Context: an optimization exercise on an open-source flow, tuned for small area, a short achievable clock period and few clock cycles per item. The choices shown serve that exercise and are no tape-out recipe. Only simulation tests tie the RTL to the original design; equivalence was not proved.

==> inputs of exp/raven <==
==> flow/design.v (excerpt) <==
module hsl_band_column_zone_detector_top (
  input  logic                  clk_i,
  input  logic                  rst_ni,
  input  logic                  s_axis_tvalid,
  output logic                  s_axis_tready,
  input  logic [47:0]           s_axis_tdata,   
  input  logic                  s_axis_tlast,   
  output logic                  m_axis_tvalid,
  input  logic                  m_axis_tready,
  output logic [7:0]            m_axis_tdata,   
  output logic                  m_axis_tuser,   
  input  logic                  cfg_we_i,
  input  logic [CFG_IDX_W-1:0]  cfg_addr_i,
  input  logic [CFG_DATA_W-1:0] cfg_wdata_i
);
  logic [HSL_W-1:0]  hue_low_q, hue_high_q, sat_low_q, lum_low_q;
  logic [BAND_W-1:0] top_left_q, top_right_q, bot_left_q, bot_right_q;
  logic                  cfg_we_q;
  logic [CFG_IDX_W-1:0]  cfg_addr_q;
  logic [CFG_DATA_W-1:0] cfg_wdata_q;
  always_ff @(posedge clk_i or negedge rst_ni) begin
    if (!rst_ni) begin
      cfg_we_q <= 1'b0;
    end else begin
      cfg_we_q <= cfg_we_i;
    end
  end
  always_ff @(posedge clk_i) begin
    cfg_addr_q  <= cfg_addr_i;
    cfg_wdata_q <= cfg_wdata_i;
  end
  always_ff @(posedge clk_i or negedge rst_ni) begin
    if (!rst_ni) begin
      hue_low_q   <= RST_HUE_LOW;
  ...
Settings: LEC_CHECK=0, CAP_MARGIN=20, CORE_MARGIN=2, CORE_UTILIZATION=60, SETUP_SLACK_MARGIN=4.7, SLEW_MARGIN=20; clock period 7.5 ns.
run.sh (not shown) runs the stock make flow with config.mk's settings and CLKGATE_MAP_FILE= SYNTH_SCRIPT=/design/flow/synth_recipe.tcl, a recipe that flattens the netlist after the stock synthesis.
==> inputs of exp/harbor, as changes to exp/raven <==
--- a/flow/design.v
+++ b/flow/design.v
@@ -97,32 +97,32 @@
         3'd6: bot_left_q  <= cfg_wdata_q[BAND_W-1:0];
         3'd7: bot_right_q <= cfg_wdata_q[BAND_W-1:0];
         default: ;
       endcase
     end
   end
+  function automatic logic [39:0] csa20(input logic [19:0] a, input logic [19:0] b,
+                                        input logic [19:0] c);
+    csa20 = {a ^ b ^ c, ((a & b) | (a & c) | (b & c)) << 1};
+  endfunction
+  logic [39:0] k_top_cs, k_bot_cs;
+  assign k_top_cs = csa20(~(20'(top_left_q) << 2), ~(20'(top_left_q)), 20'd2);
+  assign k_bot_cs = csa20(~(20'(bot_left_q) << 2), ~(20'(bot_left_q)), 20'd7);
   logic [BAND_W-1:0] d_top_q, d_bot_q;
   logic [BAND_W+1:0] d3_top_q, d3_bot_q;
-  logic [11:0]       tl5_q, bl5_q;
   logic [13:0]       k_top_q, k_bot_q;    
   always_ff @(posedge clk_i) begin
     d_top_q <= (top_left_q >= top_right_q) ? top_left_q - top_right_q
                                            : top_right_q - top_left_q;
     d_bot_q <= (bot_left_q >= bot_right_q) ? bot_left_q - bot_right_q
                                            : bot_right_q - bot_left_q;
     d3_top_q <= {1'b0, d_top_q, 1'b0} + 11'(d_top_q);
     d3_bot_q <= {1'b0, d_bot_q, 1'b0} + 11'(d_bot_q);
-    tl5_q   <= {1'b0, top_left_q, 2'b0} + 12'(top_left_q);
-    bl5_q   <= {1'b0, bot_left_q, 2'b0} + 12'(bot_left_q);
-    k_top_q <= 14'd0 - 14'(tl5_q);
-    k_bot_q <= 14'd5 - 14'(bl5_q);
+    k_top_q <= 14'(k_top_cs[39:20] + k_top_cs[19:0]);
+    k_bot_q <= 14'(k_bot_cs[39:20] + k_bot_cs[19:0]);
   end
-  function automatic logic [39:0] csa20(input logic [19:0] a, input logic [19:0] b,
-                                        input logic [19:0] c);
-    csa20 = {a ^ b ^ c, ((a & b) | (a & c) | (b & c)) << 1};
-  endfunction
   function automatic logic [35:0] mul_cs(input logic [8:0] d, input logic [10:0] d3,
                                          input logic [8:0] c);
     logic [17:0] r0, r1, r2, r3, s1, c1;
     logic [10:0] m0, m1, m2, m3;
     m0 = c[1:0] == 2'd0 ? '0 : c[1:0] == 2'd1 ? 11'(d) : c[1:0] == 2'd2 ? {1'b0, d, 1'b0} : d3;
     m1 = c[3:2] == 2'd0 ? '0 : c[3:2] == 2'd1 ? 11'(d) : c[3:2] == 2'd2 ? {1'b0, d, 1'b0} : d3;
@@ -140,22 +140,24 @@
   logic             i0_vld_q;
   logic [COL_W-1:0] i0_col_q;
   logic [ROW_W-1:0] i0_row_q;
   logic [HSL_W-1:0] i0_hue_q, i0_sat_q, i0_lum_q;
   logic             i0_fend_q;
   logic             i0_match, i0_inr;
+  logic [11:0]      i0_r5;
   assign i0_match = (i0_hue_q >= hue_low_q) && (i0_hue_q <= hue_high_q) &&
                     (i0_sat_q >= sat_low_q) && (i0_lum_q >= lum_low_q);
   assign i0_inr   = (i0_col_q < COL_W'(IMAGE_WIDTH));
+  assign i0_r5    = {1'b0, i0_row_q, 2'b0} + 12'(i0_row_q);
   logic             ready_q;
   logic             in_fire;
   logic             out_pop;
-  logic [1:0]       owed_q, owed_d;
+  logic [1:0]       owed_q, owed_d;    
   logic             q0_vld_q, q1_vld_q;
   logic [IDX_W-1:0] q0_col_q, q1_col_q;
-  logic [ROW_W-1:0] q0_row_q, q1_row_q;
+  logic [11:0]      q0_r5_q, q1_r5_q;    
   logic             q0_match_q, q1_match_q, q0_inr_q, q1_inr_q, q0_fend_q, q1_fend_q;
   logic [3:0]       due_hi_q, due_hi_d;
   logic [4:0]       due_lo_q, due_lo_d;
   logic             aligned_q;
   logic             q_go;
   logic [1:0]       q_cnt, q_cnt_d;
@@ -187,25 +189,24 @@
   assign i0_load = !i0_vld_q || i0_mv;
   assign q_cnt   = {q1_vld_q, q0_vld_q && !q1_vld_q};
   assign q_cnt_d = q_cnt + 2'(i0_mv) - 2'(q_go);
   always_ff @(posedge clk_i) begin
     due_hi_q <= due_hi_d;
     due_lo_q <= due_lo_d;
+    ready_q  <= (3'(owed_q) + 3'(ready_q) <= 3'd2) &&
+                (2'(q_cnt_d) + 2'(i0_load ? ready_q : i0_vld_q) <= 2'd2) && !cfg_we_i;
   end
   always_ff @(posedge clk_i or negedge rst_ni) begin
     if (!rst_ni) begin
       owed_q    <= 2'd0;
-      ready_q   <= 1'b0;
       aligned_q <= 1'b0;
       i0_vld_q  <= 1'b0;
       q0_vld_q  <= 1'b0;
       q1_vld_q  <= 1'b0;
     end else begin
       owed_q  <= owed_d;
-      ready_q <= !owed_d[1] && (2'(q_cnt_d) + 2'(i0_load ? in_fire : i0_vld_q) <= 2'd2) &&
-                 !cfg_we_i;
       if (q0_vld_q && q0_inr_q) aligned_q <= 1'b1;
       if (i0_load) i0_vld_q <= in_fire;
       if (q_go || !q0_vld_q) begin
         q0_vld_q <= q1_vld_q || i0_mv;
         q1_vld_q <= q1_vld_q && i0_mv;
       end else if (i0_mv) begin
@@ -224,52 +225,49 @@
     end
   end
   always_ff @(posedge clk_i) begin
     if (q_go || !q0_vld_q) begin
       if (q1_vld_q) begin
         q0_col_q   <= q1_col_q;
-        q0_row_q   <= q1_row_q;
+        q0_r5_q    <= q1_r5_q;
         q0_match_q <= q1_match_q;
         q0_inr_q   <= q1_inr_q;
         q0_fend_q  <= q1_fend_q;
       end else begin
         q0_col_q   <= i0_col_q[IDX_W-1:0];
-        q0_row_q   <= i0_row_q;
+        q0_r5_q    <= i0_r5;
         q0_match_q <= i0_match;
         q0_inr_q   <= i0_inr;
         q0_fend_q  <= i0_fend_q;
       end
     end
     if (!q1_vld_q || q_go) begin
       q1_col_q   <= i0_col_q[IDX_W-1:0];
-      q1_row_q   <= i0_row_q;
+      q1_r5_q    <= i0_r5;
       q1_match_q <= i0_match;
       q1_inr_q   <= i0_inr;
       q1_fend_q  <= i0_fend_q;
     end
   end
   logic             s1_vld_q;
   logic [IDX_W-1:0] s1_col_q;
   logic [3:0]       s1_tap_q;
   logic             s1_rz_q, s1_match_q, s1_inr_q, s1_fend_q;
   logic [17:0]      s1_st_q, s1_ct_q, s1_sb_q, s1_cb_q;
   logic [13:0]      s1_et_q, s1_eb_q;
-  logic [39:0]      s1_et_cs, s1_eb_cs;
-  assign s1_et_cs = csa20(20'(q0_row_q) << 2, 20'(q0_row_q), {{6{k_top_q[13]}}, k_top_q});
-  assign s1_eb_cs = csa20(20'(q0_row_q) << 2, 20'(q0_row_q), {{6{k_bot_q[13]}}, k_bot_q});
   always_ff @(posedge clk_i) begin
     s1_col_q           <= q0_col_q;
     s1_tap_q           <= q_tap;
-    s1_rz_q            <= (q0_row_q == '0);
+    s1_rz_q            <= (q0_r5_q == '0);
     s1_match_q         <= q0_match_q;
     s1_inr_q           <= q0_inr_q;
     s1_fend_q          <= q0_fend_q;
     {s1_st_q, s1_ct_q} <= mul_cs(d_top_q, d3_top_q, q0_col_q);
     {s1_sb_q, s1_cb_q} <= mul_cs(d_bot_q, d3_bot_q, q0_col_q);
-    s1_et_q            <= 14'(s1_et_cs[39:20] + s1_et_cs[19:0]);
-    s1_eb_q            <= 14'(s1_eb_cs[39:20] + s1_eb_cs[19:0]);
+    s1_et_q            <= 14'(q0_r5_q) + k_top_q;
+    s1_eb_q            <= 14'(q0_r5_q) + k_bot_q;
   end
   logic               s2_vld_q;
   logic [IDX_W-1:0]   s2_col_q;
   logic [3:0]         s2_tap_q;
   logic               s2_rz_q, s2_match_q, s2_inr_q, s2_fend_q;
   logic signed [13:0] s2_f_q, s2_g_q;
@@ -417,43 +415,45 @@
     res_zone  = found[0] ? 3'd0 :
                 found[1] ? 3'd1 :
                 found[2] ? 3'd2 :
                 found[3] ? 3'd3 :
                 found[4] ? 3'd4 : 3'd0;
   end
-  logic       hd_vld_q, hd_found_q;
-  logic [2:0] hd_zone_q;
-  logic       tl_vld_q, tl_found_q;
-  logic [2:0] tl_zone_q;
-  assign out_pop = hd_vld_q && m_axis_tready;
+  logic [2:0] rq_vld_q, rq_vld_d;
+  logic [2:0][3:0] rq_q;    
+  logic [2:0][3:0] rq_d;
+  assign out_pop = rq_vld_q[0] && m_axis_tready;
+  always_comb begin
+    rq_vld_d = rq_vld_q;
+    rq_d     = rq_q;
+    if (out_pop) begin
+      rq_vld_d = {1'b0, rq_vld_q[2:1]};
+      rq_d[0]  = rq_q[1];
+      rq_d[1]  = rq_q[2];
+    end
+    if (frame_done) begin
+      if (!rq_vld_d[0]) begin
+        rq_vld_d[0] = 1'b1;
+        rq_d[0]     = {res_found, res_zone};
+      end else if (!rq_vld_d[1]) begin
+        rq_vld_d[1] = 1'b1;
+        rq_d[1]     = {res_found, res_zone};
+      end else begin
+        rq_vld_d[2] = 1'b1;
+        rq_d[2]     = {res_found, res_zone};
+      end
+    end
+  end
   always_ff @(posedge clk_i or negedge rst_ni) begin
     if (!rst_ni) begin
-      hd_vld_q <= 1'b0;
-      tl_vld_q <= 1'b0;
+      rq_vld_q <= '0;
     end else begin
-      if (!hd_vld_q || out_pop) begin
-        hd_vld_q <= tl_vld_q || frame_done;
-        tl_vld_q <= tl_vld_q && frame_done;
-      end else if (frame_done) begin
-        tl_vld_q <= 1'b1;
-      end
+      rq_vld_q <= rq_vld_d;
     end
   end
   always_ff @(posedge clk_i) begin
-    if (!hd_vld_q || out_pop) begin
-      if (tl_vld_q) begin
-        hd_found_q <= tl_found_q;
-        hd_zone_q  <= tl_zone_q;
-      end else if (frame_done) begin
-        hd_found_q <= res_found;
-        hd_zone_q  <= res_zone;
-      end
-    end
-    if (frame_done) begin
-      tl_found_q <= res_found;
-      tl_zone_q  <= res_zone;
-    end
+    rq_q <= rq_d;
   end
-  assign m_axis_tvalid = hd_vld_q;
-  assign m_axis_tdata  = {5'd0, hd_zone_q};
-  assign m_axis_tuser  = hd_found_q;
+  assign m_axis_tvalid = rq_vld_q[0];
+  assign m_axis_tdata  = {5'd0, rq_q[0][2:0]};
+  assign m_axis_tuser  = rq_q[0][3];
 endmodule
- CORE_UTILIZATION: 60 -> 70
- CTS_CLUSTER_DIAMETER: default -> 70
- CTS_CLUSTER_SIZE: default -> 24
==> inputs of exp/cedar, as changes to exp/raven <==
--- a/flow/design.v
+++ b/flow/design.v
@@ -97,32 +97,32 @@
         3'd6: bot_left_q  <= cfg_wdata_q[BAND_W-1:0];
         3'd7: bot_right_q <= cfg_wdata_q[BAND_W-1:0];
         default: ;
       endcase
     end
   end
+  function automatic logic [39:0] csa20(input logic [19:0] a, input logic [19:0] b,
+                                        input logic [19:0] c);
+    csa20 = {a ^ b ^ c, ((a & b) | (a & c) | (b & c)) << 1};
+  endfunction
+  logic [39:0] k_top_cs, k_bot_cs;
+  assign k_top_cs = csa20(~(20'(top_left_q) << 2), ~(20'(top_left_q)), 20'd2);
+  assign k_bot_cs = csa20(~(20'(bot_left_q) << 2), ~(20'(bot_left_q)), 20'd7);
   logic [BAND_W-1:0] d_top_q, d_bot_q;
   logic [BAND_W+1:0] d3_top_q, d3_bot_q;
-  logic [11:0]       tl5_q, bl5_q;
   logic [13:0]       k_top_q, k_bot_q;    
   always_ff @(posedge clk_i) begin
     d_top_q <= (top_left_q >= top_right_q) ? top_left_q - top_right_q
                                            : top_right_q - top_left_q;
     d_bot_q <= (bot_left_q >= bot_right_q) ? bot_left_q - bot_right_q
                                            : bot_right_q - bot_left_q;
     d3_top_q <= {1'b0, d_top_q, 1'b0} + 11'(d_top_q);
     d3_bot_q <= {1'b0, d_bot_q, 1'b0} + 11'(d_bot_q);
-    tl5_q   <= {1'b0, top_left_q, 2'b0} + 12'(top_left_q);
-    bl5_q   <= {1'b0, bot_left_q, 2'b0} + 12'(bot_left_q);
-    k_top_q <= 14'd0 - 14'(tl5_q);
-    k_bot_q <= 14'd5 - 14'(bl5_q);
+    k_top_q <= 14'(k_top_cs[39:20] + k_top_cs[19:0]);
+    k_bot_q <= 14'(k_bot_cs[39:20] + k_bot_cs[19:0]);
   end
-  function automatic logic [39:0] csa20(input logic [19:0] a, input logic [19:0] b,
-                                        input logic [19:0] c);
-    csa20 = {a ^ b ^ c, ((a & b) | (a & c) | (b & c)) << 1};
-  endfunction
   function automatic logic [35:0] mul_cs(input logic [8:0] d, input logic [10:0] d3,
                                          input logic [8:0] c);
     logic [17:0] r0, r1, r2, r3, s1, c1;
     logic [10:0] m0, m1, m2, m3;
     m0 = c[1:0] == 2'd0 ? '0 : c[1:0] == 2'd1 ? 11'(d) : c[1:0] == 2'd2 ? {1'b0, d, 1'b0} : d3;
     m1 = c[3:2] == 2'd0 ? '0 : c[3:2] == 2'd1 ? 11'(d) : c[3:2] == 2'd2 ? {1'b0, d, 1'b0} : d3;
@@ -140,22 +140,24 @@
   logic             i0_vld_q;
   logic [COL_W-1:0] i0_col_q;
   logic [ROW_W-1:0] i0_row_q;
   logic [HSL_W-1:0] i0_hue_q, i0_sat_q, i0_lum_q;
   logic             i0_fend_q;
   logic             i0_match, i0_inr;
+  logic [11:0]      i0_r5;
   assign i0_match = (i0_hue_q >= hue_low_q) && (i0_hue_q <= hue_high_q) &&
                     (i0_sat_q >= sat_low_q) && (i0_lum_q >= lum_low_q);
   assign i0_inr   = (i0_col_q < COL_W'(IMAGE_WIDTH));
+  assign i0_r5    = {1'b0, i0_row_q, 2'b0} + 12'(i0_row_q);
   logic             ready_q;
   logic             in_fire;
   logic             out_pop;
-  logic [1:0]       owed_q, owed_d;
+  logic [1:0]       owed_q, owed_d;    
   logic             q0_vld_q, q1_vld_q;
   logic [IDX_W-1:0] q0_col_q, q1_col_q;
-  logic [ROW_W-1:0] q0_row_q, q1_row_q;
+  logic [11:0]      q0_r5_q, q1_r5_q;    
   logic             q0_match_q, q1_match_q, q0_inr_q, q1_inr_q, q0_fend_q, q1_fend_q;
   logic [3:0]       due_hi_q, due_hi_d;
   logic [4:0]       due_lo_q, due_lo_d;
   logic             aligned_q;
   logic             q_go;
   logic [1:0]       q_cnt, q_cnt_d;
@@ -187,25 +189,24 @@
   assign i0_load = !i0_vld_q || i0_mv;
   assign q_cnt   = {q1_vld_q, q0_vld_q && !q1_vld_q};
   assign q_cnt_d = q_cnt + 2'(i0_mv) - 2'(q_go);
   always_ff @(posedge clk_i) begin
     due_hi_q <= due_hi_d;
     due_lo_q <= due_lo_d;
+    ready_q  <= (3'(owed_q) + 3'(ready_q) <= 3'd2) &&
+                (2'(q_cnt_d) + 2'(i0_load ? ready_q : i0_vld_q) <= 2'd2) && !cfg_we_i;
   end
   always_ff @(posedge clk_i or negedge rst_ni) begin
     if (!rst_ni) begin
       owed_q    <= 2'd0;
-      ready_q   <= 1'b0;
       aligned_q <= 1'b0;
       i0_vld_q  <= 1'b0;
       q0_vld_q  <= 1'b0;
       q1_vld_q  <= 1'b0;
     end else begin
       owed_q  <= owed_d;
-      ready_q <= !owed_d[1] && (2'(q_cnt_d) + 2'(i0_load ? in_fire : i0_vld_q) <= 2'd2) &&
-                 !cfg_we_i;
       if (q0_vld_q && q0_inr_q) aligned_q <= 1'b1;
       if (i0_load) i0_vld_q <= in_fire;
       if (q_go || !q0_vld_q) begin
         q0_vld_q <= q1_vld_q || i0_mv;
         q1_vld_q <= q1_vld_q && i0_mv;
       end else if (i0_mv) begin
@@ -224,52 +225,49 @@
     end
   end
   always_ff @(posedge clk_i) begin
     if (q_go || !q0_vld_q) begin
       if (q1_vld_q) begin
         q0_col_q   <= q1_col_q;
-        q0_row_q   <= q1_row_q;
+        q0_r5_q    <= q1_r5_q;
         q0_match_q <= q1_match_q;
         q0_inr_q   <= q1_inr_q;
         q0_fend_q  <= q1_fend_q;
       end else begin
         q0_col_q   <= i0_col_q[IDX_W-1:0];
-        q0_row_q   <= i0_row_q;
+        q0_r5_q    <= i0_r5;
         q0_match_q <= i0_match;
         q0_inr_q   <= i0_inr;
         q0_fend_q  <= i0_fend_q;
       end
     end
     if (!q1_vld_q || q_go) begin
       q1_col_q   <= i0_col_q[IDX_W-1:0];
-      q1_row_q   <= i0_row_q;
+      q1_r5_q    <= i0_r5;
       q1_match_q <= i0_match;
       q1_inr_q   <= i0_inr;
       q1_fend_q  <= i0_fend_q;
     end
   end
   logic             s1_vld_q;
   logic [IDX_W-1:0] s1_col_q;
   logic [3:0]       s1_tap_q;
   logic             s1_rz_q, s1_match_q, s1_inr_q, s1_fend_q;
   logic [17:0]      s1_st_q, s1_ct_q, s1_sb_q, s1_cb_q;
   logic [13:0]      s1_et_q, s1_eb_q;
-  logic [39:0]      s1_et_cs, s1_eb_cs;
-  assign s1_et_cs = csa20(20'(q0_row_q) << 2, 20'(q0_row_q), {{6{k_top_q[13]}}, k_top_q});
-  assign s1_eb_cs = csa20(20'(q0_row_q) << 2, 20'(q0_row_q), {{6{k_bot_q[13]}}, k_bot_q});
   always_ff @(posedge clk_i) begin
     s1_col_q           <= q0_col_q;
     s1_tap_q           <= q_tap;
-    s1_rz_q            <= (q0_row_q == '0);
+    s1_rz_q            <= (q0_r5_q == '0);
     s1_match_q         <= q0_match_q;
     s1_inr_q           <= q0_inr_q;
     s1_fend_q          <= q0_fend_q;
     {s1_st_q, s1_ct_q} <= mul_cs(d_top_q, d3_top_q, q0_col_q);
     {s1_sb_q, s1_cb_q} <= mul_cs(d_bot_q, d3_bot_q, q0_col_q);
-    s1_et_q            <= 14'(s1_et_cs[39:20] + s1_et_cs[19:0]);
-    s1_eb_q            <= 14'(s1_eb_cs[39:20] + s1_eb_cs[19:0]);
+    s1_et_q            <= 14'(q0_r5_q) + k_top_q;
+    s1_eb_q            <= 14'(q0_r5_q) + k_bot_q;
   end
   logic               s2_vld_q;
   logic [IDX_W-1:0]   s2_col_q;
   logic [3:0]         s2_tap_q;
   logic               s2_rz_q, s2_match_q, s2_inr_q, s2_fend_q;
   logic signed [13:0] s2_f_q, s2_g_q;
@@ -417,43 +415,45 @@
     res_zone  = found[0] ? 3'd0 :
                 found[1] ? 3'd1 :
                 found[2] ? 3'd2 :
                 found[3] ? 3'd3 :
                 found[4] ? 3'd4 : 3'd0;
   end
-  logic       hd_vld_q, hd_found_q;
-  logic [2:0] hd_zone_q;
-  logic       tl_vld_q, tl_found_q;
-  logic [2:0] tl_zone_q;
-  assign out_pop = hd_vld_q && m_axis_tready;
+  logic [2:0] rq_vld_q, rq_vld_d;
+  logic [2:0][3:0] rq_q;    
+  logic [2:0][3:0] rq_d;
+  assign out_pop = rq_vld_q[0] && m_axis_tready;
+  always_comb begin
+    rq_vld_d = rq_vld_q;
+    rq_d     = rq_q;
+    if (out_pop) begin
+      rq_vld_d = {1'b0, rq_vld_q[2:1]};
+      rq_d[0]  = rq_q[1];
+      rq_d[1]  = rq_q[2];
+    end
+    if (frame_done) begin
+      if (!rq_vld_d[0]) begin
+        rq_vld_d[0] = 1'b1;
+        rq_d[0]     = {res_found, res_zone};
+      end else if (!rq_vld_d[1]) begin
+        rq_vld_d[1] = 1'b1;
+        rq_d[1]     = {res_found, res_zone};
+      end else begin
+        rq_vld_d[2] = 1'b1;
+        rq_d[2]     = {res_found, res_zone};
+      end
+    end
+  end
   always_ff @(posedge clk_i or negedge rst_ni) begin
     if (!rst_ni) begin
-      hd_vld_q <= 1'b0;
-      tl_vld_q <= 1'b0;
+      rq_vld_q <= '0;
     end else begin
-      if (!hd_vld_q || out_pop) begin
-        hd_vld_q <= tl_vld_q || frame_done;
-        tl_vld_q <= tl_vld_q && frame_done;
-      end else if (frame_done) begin
-        tl_vld_q <= 1'b1;
-      end
+      rq_vld_q <= rq_vld_d;
     end
   end
   always_ff @(posedge clk_i) begin
-    if (!hd_vld_q || out_pop) begin
-      if (tl_vld_q) begin
-        hd_found_q <= tl_found_q;
-        hd_zone_q  <= tl_zone_q;
-      end else if (frame_done) begin
-        hd_found_q <= res_found;
-        hd_zone_q  <= res_zone;
-      end
-    end
-    if (frame_done) begin
-      tl_found_q <= res_found;
-      tl_zone_q  <= res_zone;
-    end
+    rq_q <= rq_d;
   end
-  assign m_axis_tvalid = hd_vld_q;
-  assign m_axis_tdata  = {5'd0, hd_zone_q};
-  assign m_axis_tuser  = hd_found_q;
+  assign m_axis_tvalid = rq_vld_q[0];
+  assign m_axis_tdata  = {5'd0, rq_q[0][2:0]};
+  assign m_axis_tuser  = rq_q[0][3];
 endmodule
- CORE_UTILIZATION: 60 -> 70
- CTS_CLUSTER_DIAMETER: default -> 60
- CTS_CLUSTER_SIZE: default -> 20
==> results.txt <==
# TYPE chip_impl_metric gauge
chip_impl_metric{name="antenna_violations_before_repair",unit=""} 14
chip_impl_metric{name="seqPwrFrac",unit="%"} 57.8
chip_impl_metric{name="grt_use_met1",unit="%"} 30.7
chip_impl_metric{name="rows",unit=""} 132
chip_impl_info{name="status",value="no timing/DRC/antenna violations"} 1
chip_impl_metric{name="seq_share",unit="%"} 76.4
chip_impl_metric{name="fillCellCount",unit=""} 7155
chip_impl_metric{name="initial_utilization",unit="%"} 70.7
chip_impl_metric{name="fp.dieArea",unit="um^2"} 134000
chip_impl_info{name="holdCritStartpoint",value="u_count_ram.ring_q[1438]$_DFF_P_"} 1
# the run above: exp/harbor

==> results.txt <==
# TYPE chip_impl_metric gauge
chip_impl_metric{name="holdBufCountCts",unit=""} 0
chip_impl_metric{name="fp.dieArea",unit="um^2"} 156000
chip_impl_metric{name="initial_utilization",unit="%"} 60.3
chip_impl_metric{name="seqPwrFrac",unit="%"} 48.6
chip_impl_info{name="status",value="no timing/DRC/antenna violations"} 1
chip_impl_info{name="synth_flop_cell",value="sky130_fd_sc_hd__dfxtp_1"} 1
chip_impl_info{name="holdCritStartpoint",value="u_count_ram.ring_q[2653]$_DFF_P_"} 1
chip_impl_metric{name="rows",unit=""} 143
chip_impl_metric{name="fillCellCount",unit=""} 10177
chip_impl_metric{name="antenna_violations_before_repair",unit=""} 13
# the run above: exp/raven

==> results.txt <==
# TYPE chip_impl_metric gauge
chip_impl_metric{name="grt_use_met1",unit="%"} 31.3
chip_impl_metric{name="seq_share",unit="%"} 75.5
chip_impl_info{name="status",value="no timing/DRC/antenna violations"} 1
chip_impl_metric{name="initial_utilization",unit="%"} 70.7
chip_impl_metric{name="fillCellCount",unit=""} 6967
chip_impl_metric{name="seqPwrFrac",unit="%"} 55.8
chip_impl_metric{name="chipHeight",unit="um"} 366
chip_impl_metric{name="rows",unit=""} 132
chip_impl_info{name="critPathLaunchType",value="flip-flop"} 1
chip_impl_info{name="holdCritStartpoint",value="a_gm_q[12]$_DFF_P_"} 1
chip_impl_metric{name="antenna_violations_before_repair",unit=""} 13
chip_impl_metric{name="post_drt_via_cell_ratio",unit=""} 5.00
chip_impl_metric{name="fp.dieArea",unit="um^2"} 134000
# the run above: exp/cedar

Testbench counts of exp/raven, summed over its fixed seeds: cycles 491,584, pixels 491,520.
Testbench counts of exp/harbor, summed over its fixed seeds: cycles 491,584, pixels 491,520.
Testbench counts of exp/cedar, summed over its fixed seeds: cycles 491,584, pixels 491,520.

==> re-timing with driven ports <==
The results above use ideal ports. As a check the final layouts listed here were re-extracted and re-timed, cells and wires unchanged.
Step 1 sets driving cells, clkbuf_16 on the clock port and buf_2 on the other inputs (assumed; they add their load-dependent delay and slew).
Step 2, shift: input delay + t, output delay - t, t = (earliest + latest rising clock arrival at the registers) / 2. This alone moves slack from input paths to output paths.
a / b / c = no drivers / after step 1 / after step 2; a / b = the first two.
| run | t (ns) | slack for setup (ns) | cell pins on the clock port's net |
|---|---|---|---|
| exp/raven | 0.955 | 4.573 / 4.494 / 4.344 | 1 |
| exp/harbor | 0.869 | 4.661 / 4.585 / 4.299 | 1 |
| exp/cedar | 0.904 | 4.642 / 4.558 / 4.283 | 1 |
After both steps setup and hold are still met in every run listed. The setup slack of exp/harbor, which loses most, moves by -0.076 ns with the drivers and by -0.362 ns with both steps.
